From an optimization exercise on the open Yosys and OpenROAD flow, aimed at small area and a short achievable clock period; shortcuts taken in it are not production practice.
In this exercise RTL edits were held to simulation tests only and were not proved equivalent to the original.
Power is estimated from default activity; no workload was simulated.

==> flow/design.v <==
module qspi_mem_responder #(
    parameter int DEPTH        = 256,
    parameter int DUMMY_CYCLES = 6,
    parameter int SYNC_STAGES  = 2
) (
    input  logic                     clk_i,
    input  logic                     rst_i,
    input  logic                     cs_in,
    input  logic                     sck_i,
    input  logic [3:0]               sd_i,
    output logic [3:0]               sd_o,
    output logic [3:0]               sd_oen_o,
    input  logic                     bd_we_i,
    input  logic [$clog2(DEPTH)-1:0] bd_addr_i,
    input  logic [7:0]               bd_data_i
);
    localparam int NSLOT = 16;               
    localparam int NBYTE = DEPTH / NSLOT;    
    localparam int AW    = $clog2(DEPTH);
    localparam int BW    = $clog2(NBYTE);    
    localparam int PW    = AW - BW;          
    localparam logic [3:0] HDR_OP   = 4'd1;
    localparam logic [3:0] HDR_ADDR = 4'd7;
    localparam logic [3:0] HDR_LAST = 4'(7 + DUMMY_CYCLES);
    typedef enum logic [2:0] {
        ST_IDLE,
        ST_HDR,
        ST_RDATA,
        ST_WDATA,
        ST_IGNORE
    } state_t;
    logic [SYNC_STAGES-1:0]      cs_sync_reg;
    logic [SYNC_STAGES-1:0]      sck_sync_reg;
    logic [SYNC_STAGES-1:0][3:0] sd_sync_reg;
    always_ff @(posedge clk_i) begin
        if (rst_i) cs_sync_reg <= '1;
        else       cs_sync_reg <= {cs_sync_reg[SYNC_STAGES-2:0], cs_in};
        sck_sync_reg <= {sck_sync_reg[SYNC_STAGES-2:0], sck_i};
        sd_sync_reg  <= {sd_sync_reg[SYNC_STAGES-2:0], sd_i};
    end
    logic       cs_s, sck_s;
    logic [3:0] sd_s;
    assign cs_s  = cs_sync_reg[SYNC_STAGES-1];
    assign sck_s = sck_sync_reg[SYNC_STAGES-1];
    assign sd_s  = sd_sync_reg[SYNC_STAGES-1];
    logic                   sck_prev_reg;
    logic                   cs_prev_reg;
    logic [SYNC_STAGES-1:0] flush_reg;
    logic                   armed_reg;
    always_ff @(posedge clk_i) begin
        sck_prev_reg <= sck_s;
        if (rst_i) begin
            cs_prev_reg <= 1'b1;
            flush_reg   <= '0;
            armed_reg   <= 1'b0;
        end else begin
            cs_prev_reg <= cs_s;
            flush_reg   <= (flush_reg << 1) | SYNC_STAGES'(1);
            if (flush_reg[SYNC_STAGES-1] && cs_s)
                armed_reg <= 1'b1;
        end
    end
    logic sck_rise, sck_fall, cs_fall;
    assign sck_rise = sck_s & ~sck_prev_reg & ~cs_s;
    assign sck_fall = ~sck_s & sck_prev_reg & ~cs_s;
    assign cs_fall  = armed_reg & cs_prev_reg & ~cs_s;
    logic [PW-1:0] rot_reg;
    always_ff @(posedge clk_i) rot_reg <= rot_reg + PW'(1);
    state_t     state_reg;
    logic [3:0] hdr_cnt_reg;     
    logic [3:0] shift_reg;
    logic [7:0] shift_next;
    logic       is_read_reg;
    logic [AW-1:0] addr_reg;     
    logic       rd_phase_reg;    
    logic       wr_half_reg;     
    logic       fetch_on_reg;    
    logic       rbuf_vld_reg;    
    logic [7:0] rbuf_reg;
    logic [7:0] cur_reg;         
    logic [7:0] cur_next;
    logic       rd_phase_next;
    assign shift_next = {shift_reg, sd_s};
    logic [PW-1:0] tap_pos_reg;   
    logic          tap_hit;
    logic [7:0]    tap_byte;
    logic          consume;
    logic          fetch;
    assign tap_hit = (tap_pos_reg == '0);
    assign consume = (state_reg == ST_RDATA) && sck_fall && !rd_phase_reg;
    assign fetch   = fetch_on_reg && tap_hit && (!rbuf_vld_reg || consume);
    assign cur_next = consume ? rbuf_reg : cur_reg;
    always_comb begin
        rd_phase_next = rd_phase_reg;
        if (state_reg == ST_HDR && sck_rise && hdr_cnt_reg == HDR_ADDR)
            rd_phase_next = 1'b0;
        else if (state_reg == ST_RDATA && sck_fall)
            rd_phase_next = !rd_phase_reg;
    end
    always_ff @(posedge clk_i) rd_phase_reg <= rd_phase_next;
    logic wr_commit;
    assign wr_commit = (state_reg == ST_WDATA) && sck_rise && wr_half_reg;
    always_ff @(posedge clk_i) begin
        if (fetch)
            rbuf_reg <= tap_byte ^ {8{rot_reg[0]}};
        cur_reg <= cur_next;
        if (sck_rise)
            shift_reg <= shift_next[3:0];
        sd_o <= rd_phase_next ? cur_next[7:4] : cur_next[3:0];
    end
    always_ff @(posedge clk_i) begin
        if (rst_i) begin
            state_reg <= ST_IDLE;
            sd_oen_o  <= '0;
        end else if (cs_s) begin
            state_reg <= ST_IDLE;
            sd_oen_o  <= '0;
        end else begin
            case (state_reg)
                ST_IDLE:   if (cs_fall) state_reg <= ST_HDR;
                ST_HDR: begin
                    if (sck_rise) begin
                        if (hdr_cnt_reg == HDR_OP) begin
                            if (shift_next != 8'hEB && shift_next != 8'h38)
                                state_reg <= ST_IGNORE;
                        end
                        if (hdr_cnt_reg == HDR_ADDR && !is_read_reg)
                            state_reg <= ST_WDATA;
                        if (hdr_cnt_reg == HDR_LAST)
                            state_reg <= ST_RDATA;
                    end
                end
                ST_RDATA:  if (sck_fall) sd_oen_o <= 4'hF;
                default: ;
            endcase
        end
    end
    always_ff @(posedge clk_i) begin
        if (state_reg == ST_IDLE) begin
            hdr_cnt_reg  <= '0;
            fetch_on_reg <= 1'b0;
        end else if (state_reg == ST_HDR && sck_rise) begin
            hdr_cnt_reg <= hdr_cnt_reg + 4'd1;
        end
        if (state_reg == ST_HDR && sck_rise && hdr_cnt_reg == HDR_OP)
            is_read_reg <= shift_next[0];    
        if (state_reg == ST_HDR && sck_rise && hdr_cnt_reg == HDR_ADDR) begin
            addr_reg     <= shift_next[AW-1:0];
            tap_pos_reg  <= shift_next[AW-1:BW] + rot_reg + PW'(1);
            fetch_on_reg <= is_read_reg;
            rbuf_vld_reg <= 1'b0;
            wr_half_reg  <= 1'b0;
        end else begin
            if (fetch || wr_commit)
                addr_reg <= addr_reg + AW'(1);
            tap_pos_reg <= tap_pos_reg + {{(PW-1){1'b0}}, 1'b1}
                           + {{(PW-1){1'b0}}, fetch && (addr_reg[BW-1:0] == '1)};
            if (fetch)
                rbuf_vld_reg <= 1'b1;
            else if (consume)
                rbuf_vld_reg <= 1'b0;
            if (state_reg == ST_WDATA && sck_rise)
                wr_half_reg <= !wr_half_reg;
        end
    end
    logic          wa_v_reg;
    logic [AW-1:0] wa_addr_reg;
    logic [7:0]    wa_data_reg;
    always_ff @(posedge clk_i) begin
        wa_v_reg <= wr_commit | bd_we_i;
        if (state_reg == ST_WDATA) begin
            wa_addr_reg <= addr_reg;
            wa_data_reg <= {shift_reg, sd_s};
        end else begin
            wa_addr_reg <= bd_addr_i;
            wa_data_reg <= bd_data_i;
        end
    end
    logic [PW-1:0]    wslot;
    logic [NSLOT-1:0] slot_hit, slot_miss;    
    logic [NBYTE-1:0] byte_hit, byte_miss;    
    logic [7:0]       wdata_n_reg;
    logic [NSLOT-1:0] slot_hit_next;
    logic [NBYTE-1:0] byte_hit_next;
    assign wslot = wa_addr_reg[AW-1:BW] + rot_reg;
    always_comb begin
        for (int p = 0; p < NSLOT; p++)
            slot_hit_next[p] = wa_v_reg && (wslot == PW'(p));
        for (int b = 0; b < NBYTE; b++)
            byte_hit_next[b] = (wa_addr_reg[BW-1:0] == BW'(b));
    end
    always_ff @(posedge clk_i) begin
        slot_hit    <= slot_hit_next;
        slot_miss   <= ~slot_hit_next;
        byte_hit    <= byte_hit_next;
        byte_miss   <= ~byte_hit_next;
        wdata_n_reg <= ~(wa_data_reg ^ {8{rot_reg[0]}});
    end
    logic [NSLOT-1:0][NBYTE-1:0][7:0] ring_reg;
    logic [NSLOT-1:0][NBYTE-1:0][7:0] ring_next;
    genvar gp, gb;
    generate
        for (gp = 0; gp < NSLOT; gp++) begin : g_slot
            for (gb = 0; gb < NBYTE; gb++) begin : g_byte
                logic sel, sel_n;
                assign sel   = ~(slot_miss[gp] | byte_miss[gb]);
                assign sel_n = ~(slot_hit[gp] & byte_hit[gb]);
                assign ring_next[gp][gb] =
                    ~((ring_reg[(gp + NSLOT - 1) % NSLOT][gb] | {8{sel}})
                      & ({8{sel_n}} | wdata_n_reg));
            end
        end
    endgenerate
    always_ff @(posedge clk_i) ring_reg <= ring_next;
    assign tap_byte = ring_reg[NSLOT-2][addr_reg[BW-1:0]];
endmodule
Settings: LEC_CHECK=0, CAP_MARGIN=20, CORE_MARGIN=2, CORE_UTILIZATION=65, CTS_CLUSTER_DIAMETER=70, CTS_CLUSTER_SIZE=26, PLACE_DENSITY=0.72, SETUP_SLACK_MARGIN=3.3, SLEW_MARGIN=20; clock period 5.0 ns.
run.sh (not shown) runs the stock make flow with config.mk's settings and CLKGATE_MAP_FILE= SYNTH_SCRIPT=/design/flow/synth_recipe.tcl, a recipe that flattens the netlist after the stock synthesis.
Edit:
--- a/flow/design.v
+++ b/flow/design.v
@@ -72,12 +72,13 @@
     logic [7:0] shift_next;
     logic       is_read_reg;
     logic [AW-1:0] addr_reg;     
     logic       rd_phase_reg;    
     logic       wr_half_reg;     
     logic       fetch_on_reg;    
+    logic       start_reg;       
     logic       rbuf_vld_reg;    
     logic [7:0] rbuf_reg;
     logic [7:0] cur_reg;         
     logic [7:0] cur_next;
     logic       rd_phase_next;
     assign shift_next = {shift_reg, sd_s};
@@ -136,28 +137,35 @@
         end
     end
     always_ff @(posedge clk_i) begin
         if (state_reg == ST_IDLE) begin
             hdr_cnt_reg  <= '0;
             fetch_on_reg <= 1'b0;
-        end else if (state_reg == ST_HDR && sck_rise) begin
-            hdr_cnt_reg <= hdr_cnt_reg + 4'd1;
-        end
+        end else begin
+            if (state_reg == ST_HDR && sck_rise)
+                hdr_cnt_reg <= hdr_cnt_reg + 4'd1;
+            if (start_reg)
+                fetch_on_reg <= 1'b1;
+        end
+        if (start_reg)
+            tap_pos_reg <= addr_reg[AW-1:BW] + rot_reg + PW'(1);
+        else if (fetch && (addr_reg[BW-1:0] == '1))
+            tap_pos_reg <= PW'(2);
+        else
+            tap_pos_reg <= tap_pos_reg + PW'(1);
         if (state_reg == ST_HDR && sck_rise && hdr_cnt_reg == HDR_OP)
             is_read_reg <= shift_next[0];    
         if (state_reg == ST_HDR && sck_rise && hdr_cnt_reg == HDR_ADDR) begin
             addr_reg     <= shift_next[AW-1:0];
-            tap_pos_reg  <= shift_next[AW-1:BW] + rot_reg + PW'(1);
-            fetch_on_reg <= is_read_reg;
+            start_reg    <= is_read_reg;
             rbuf_vld_reg <= 1'b0;
             wr_half_reg  <= 1'b0;
         end else begin
+            start_reg <= 1'b0;
             if (fetch || wr_commit)
                 addr_reg <= addr_reg + AW'(1);
-            tap_pos_reg <= tap_pos_reg + {{(PW-1){1'b0}}, 1'b1}
-                           + {{(PW-1){1'b0}}, fetch && (addr_reg[BW-1:0] == '1)};
             if (fetch)
                 rbuf_vld_reg <= 1'b1;
             else if (consume)
                 rbuf_vld_reg <= 1'b0;
             if (state_reg == ST_WDATA && sck_rise)
                 wr_half_reg <= !wr_half_reg;
After rerunning:
- clock skew grows by 0.0054 ns
- final cell count is about the same
- non-clock buffer count shrinks by 14
- total power shrinks slightly
- synthesized cell count hardly moves
- sequential power barely changes
- design area shrinks slightly

==> separate check: timing with driven ports <==
The flow's constraints put no driver on any port. The routed layouts listed below were extracted and timed again, unchanged, in two steps.
Step 1 assumes that a clkbuf_16 drives the clock port and a buf_2 every other input.
Step 2, shift: input delay + t, output delay - t, t = (earliest + latest rising clock arrival at the registers) / 2. This alone moves slack from input paths to output paths.
Slacks: ideal / step 1 / step 2; pairs: ideal / step 1.
| run | shift t [ns] | setup slack, ns | clock arrival spread, ns | worst register clock-pin slew, ns |
|---|---|---|---|---|
| the first run | 0.779 | 2.585 / 2.585 / 2.585 | 0.030 / 0.030 | 0.10 / 0.10 |
| the second run | 0.779 | 2.733 / 2.663 / 2.772 | 0.034 / 0.034 | 0.11 / 0.11 |
After both steps setup and hold are still met in every run listed.
